Background: an optimization exercise with open tools, aiming at small area, a short achievable clock period and few clock cycles per item. Do not read the settings as production practice.
Function was checked by simulation only, so behaviour that the tests miss may differ from the original.
Power is estimated from default activity; no workload was simulated.

== run 1 ==
## texel_stream_to_bgra_decoder_core
module texel_stream_to_bgra_decoder_core (
    input  logic        aclk,
    input  logic        aresetn,
    input  logic        cfg_wr_en,
    input  logic [2:0]  cfg_addr,
    input  logic [13:0] cfg_wdata,
    input  logic        s_valid,
    output logic        s_ready,
    input  logic [31:0] s_texel_word,
    output logic        m_valid,
    input  logic        m_ready,
    output logic [23:0] m_pixel_index,
    output logic [7:0]  m_blue,
    output logic [7:0]  m_green,
    output logic [7:0]  m_red,
    output logic [7:0]  m_alpha,
    output logic        m_image_end
);
    logic [1:0]  fmt_reg;
    logic        tiled_reg;
    logic [11:0] wm1_reg;    
    logic [11:0] hm1_reg;    
    logic [12:0] pm1_reg;    
    logic [12:0] x_reg;
    logic [11:0] y_reg;
    logic [23:0] l_reg;
    logic [23:5] t_reg;
    logic        xin_reg;    
    logic        yin_reg;    
    logic        pge_reg;    
    logic        skid_v;
    logic        cfg_we_r;
    logic [2:0]  cfg_addr_r;
    logic [13:0] cfg_wdata_r;
    logic        rdy_reg;    
    logic [31:0] skid_word;
    logic        m_v;
    logic [23:0] m_idx;
    logic [7:0]  m_b, m_g, m_r, m_a;
    logic        m_end;
    logic        cfg_hit, acc, out_free, keep, endp, adv, load_out;
    logic        xw, yh, xp, x_last, y_last, cend, rend;
    logic [12:0] xp1;
    logic [11:0] yp1;
    logic [23:0] l_plus_w;
    logic [31:0] src_word;
    logic [7:0]  dec_b, dec_g, dec_r, dec_a;
  ...
Settings: LEC_CHECK=0, CAP_MARGIN=20, CORE_MARGIN=2, CORE_UTILIZATION=55, CTS_CLUSTER_DIAMETER=80, CTS_CLUSTER_SIZE=24, PLACE_DENSITY=0.7, SETUP_SLACK_MARGIN=3.8, SLEW_MARGIN=20; clock period 6.5 ns.
standard.sh (not shown) runs the stock make flow with config.mk's settings and CLKGATE_MAP_FILE= SYNTH_SCRIPT=/design/flow/synth_recipe.tcl, a recipe that flattens the netlist after the stock synthesis.
==> flow/flow/run.sh <==
#!/bin/bash
# Standard layout, with the port buffers inserted as buf_2 cells.
cp standard.sh standard_sh.log
cp config.mk config_mk.log
export BUFFER_PORTS_ARGS="-buffer_cell sky130_fd_sc_hd__buf_2"
bash standard.sh > standard.log 2>&1
Testbench counts of run 1, summed over its fixed seeds: cycles 210,454, pixels 165,777.
For run 2, these inputs were changed with respect to run 1:
- SETUP_SLACK_MARGIN now 3.9, was 3.8
- CORE_UTILIZATION now 75, was 55
- PLACE_DENSITY now 0.85, was 0.7
==> comparison <==
Run 2 reached the final stage; the timing, DRC and antenna checks on its layout passed.
On largest net degree at the start of global routing, the higher figure sits with run 1, not run 2.
In run 2 relative to run 1, wire length had gone up by more than 10%.
Of the two candidates, run 1 has the worse die area and run 2 the better one.
Minimum clock period up 0.082 ns in run 2 wrt run 1
Run 2 vs run 1: maximum frequency down
In run 2 the number of diodes added for antenna fixing turned out 1 lower than in run 1.
> inputs changed (run 2 -> run 3)
- CORE_UTILIZATION now 65, was 75
- SETUP_SLACK_MARGIN now 4.1, was 3.9
- PLACE_DENSITY now 0.75, was 0.85
==> flow/flow/run.sh <==
#!/bin/bash
# Standard layout, with the port buffers inserted as buf_1 cells.
cp standard.sh standard_sh.log
cp config.mk config_mk.log
export BUFFER_PORTS_ARGS="-buffer_cell sky130_fd_sc_hd__buf_1"
bash standard.sh > standard.log 2>&1
### Flow results
- Run 3 finished every stage and its layout cleared the timing, DRC and antenna checks.
- Compared run 3 vs run 2, and clock network fraction of design power is down in run 3.
- Side by side, longest individual stage delay on the worst path turned out lower in run 3 than in run 2.
- Against run 2 as the reference, run 3 delivers a higher portion of total power attributed to combinational logic.
- Run 3 leaves more setup margin than run 2.
- Re number of buffers inserted by hold repair at cts: no difference whatsoever between run 3 and run 2.
- Run 3 vs run 2: post-CTS setup-driven buffer insertion count up
- The run showing the greater design area is run 3.
- The routed wire length reported for run 3 is greater than that of run 2 by about 2%.
- On met2 wirelength from detailed routing, run 2 and run 3 are basically level.
- Compared with run 2, run 3 shows a layout-stage area growth over the synthesis result that is 7.7 points higher.
Changes in run 4 relative to run 3:
- swapping 4.1 for 3.9 in SETUP_SLACK_MARGIN
==> flow/flow/run.sh <==
#!/bin/bash
# Standard layout, with the port buffers inserted as buf_2 cells.
cp standard.sh standard_sh.log
cp config.mk config_mk.log
export BUFFER_PORTS_ARGS="-buffer_cell sky130_fd_sc_hd__buf_2"
bash standard.sh > standard.log 2>&1
==> comparison <==
Between run 4 and run 3, it is run 4 whose filler cell count is higher, by about 19%.
Minimum clock period after layout, run 4 and run 3: higher on run 4
Re share of final layout cell area taken by non-clock buffers: run 4 and run 3 aren't equal, and the lower value belongs to run 4.
When the final numbers for run 4 and run 3 were put side by side, the average wire length per cell after detail routing turned out to be greater in run 3.
For run 3, the type of the worst setup path was flop to flop, unlike run 4, where it was input pin to flop.
On number of max-cap violations, run 4 and run 3 are neck and neck.
Run 3 → run 4: number of logic stages on the critical path including buffering has decreased, via count has decreased.
Higher number of non-filler instances in the completed layout was reported by run 3, not run 4.
Number of gates given a new drive strength after cts shrinks by more than half when moving from run 3 to run 4.
Of run 4 and run 3, the run reporting the lower combinational cell fraction of total power was run 4.

## static timing again, ports no longer ideal
How much do the figures lean on ideal ports? The routed layouts below were timed once more, with nothing changed but the port constraints.
Step 1, drivers: a clkbuf_16 drives aclk and a buf_2 each remaining input, both assumed.
Step 2 times the ports against the registers' clock, not the clock port: input delays grow and output delays shrink by t, the midpoint of the rising clock arrivals with the driver on.
Three values: no drivers, after step 1, after step 2; two values: the first two.
| run | t, ns | setup slack, ns | worst hold slack (ns) | worst slew at a driven data input, ns |
|---|---|---|---|---|
| run 1 | 0.522 | 3.909 / 3.909 / 3.426 | 0.457 / 0.457 / 0.457 | 0.06 |
| run 2 | 0.500 | 3.827 / 3.835 / 3.335 | 0.462 / 0.462 / 0.462 | 0.06 |
| run 3 | 0.518 | 3.985 / 3.985 / 3.511 | 0.469 / 0.469 / 0.469 | 0.06 |
| run 4 | 0.510 | 3.935 / 3.952 / 3.441 | 0.457 / 0.457 / 0.457 | 0.06 |
After both steps setup and hold are still met in every run listed. For run 4, which loses most, drivers alone change the setup slack by +0.017 ns; drivers and shift together by -0.494 ns.
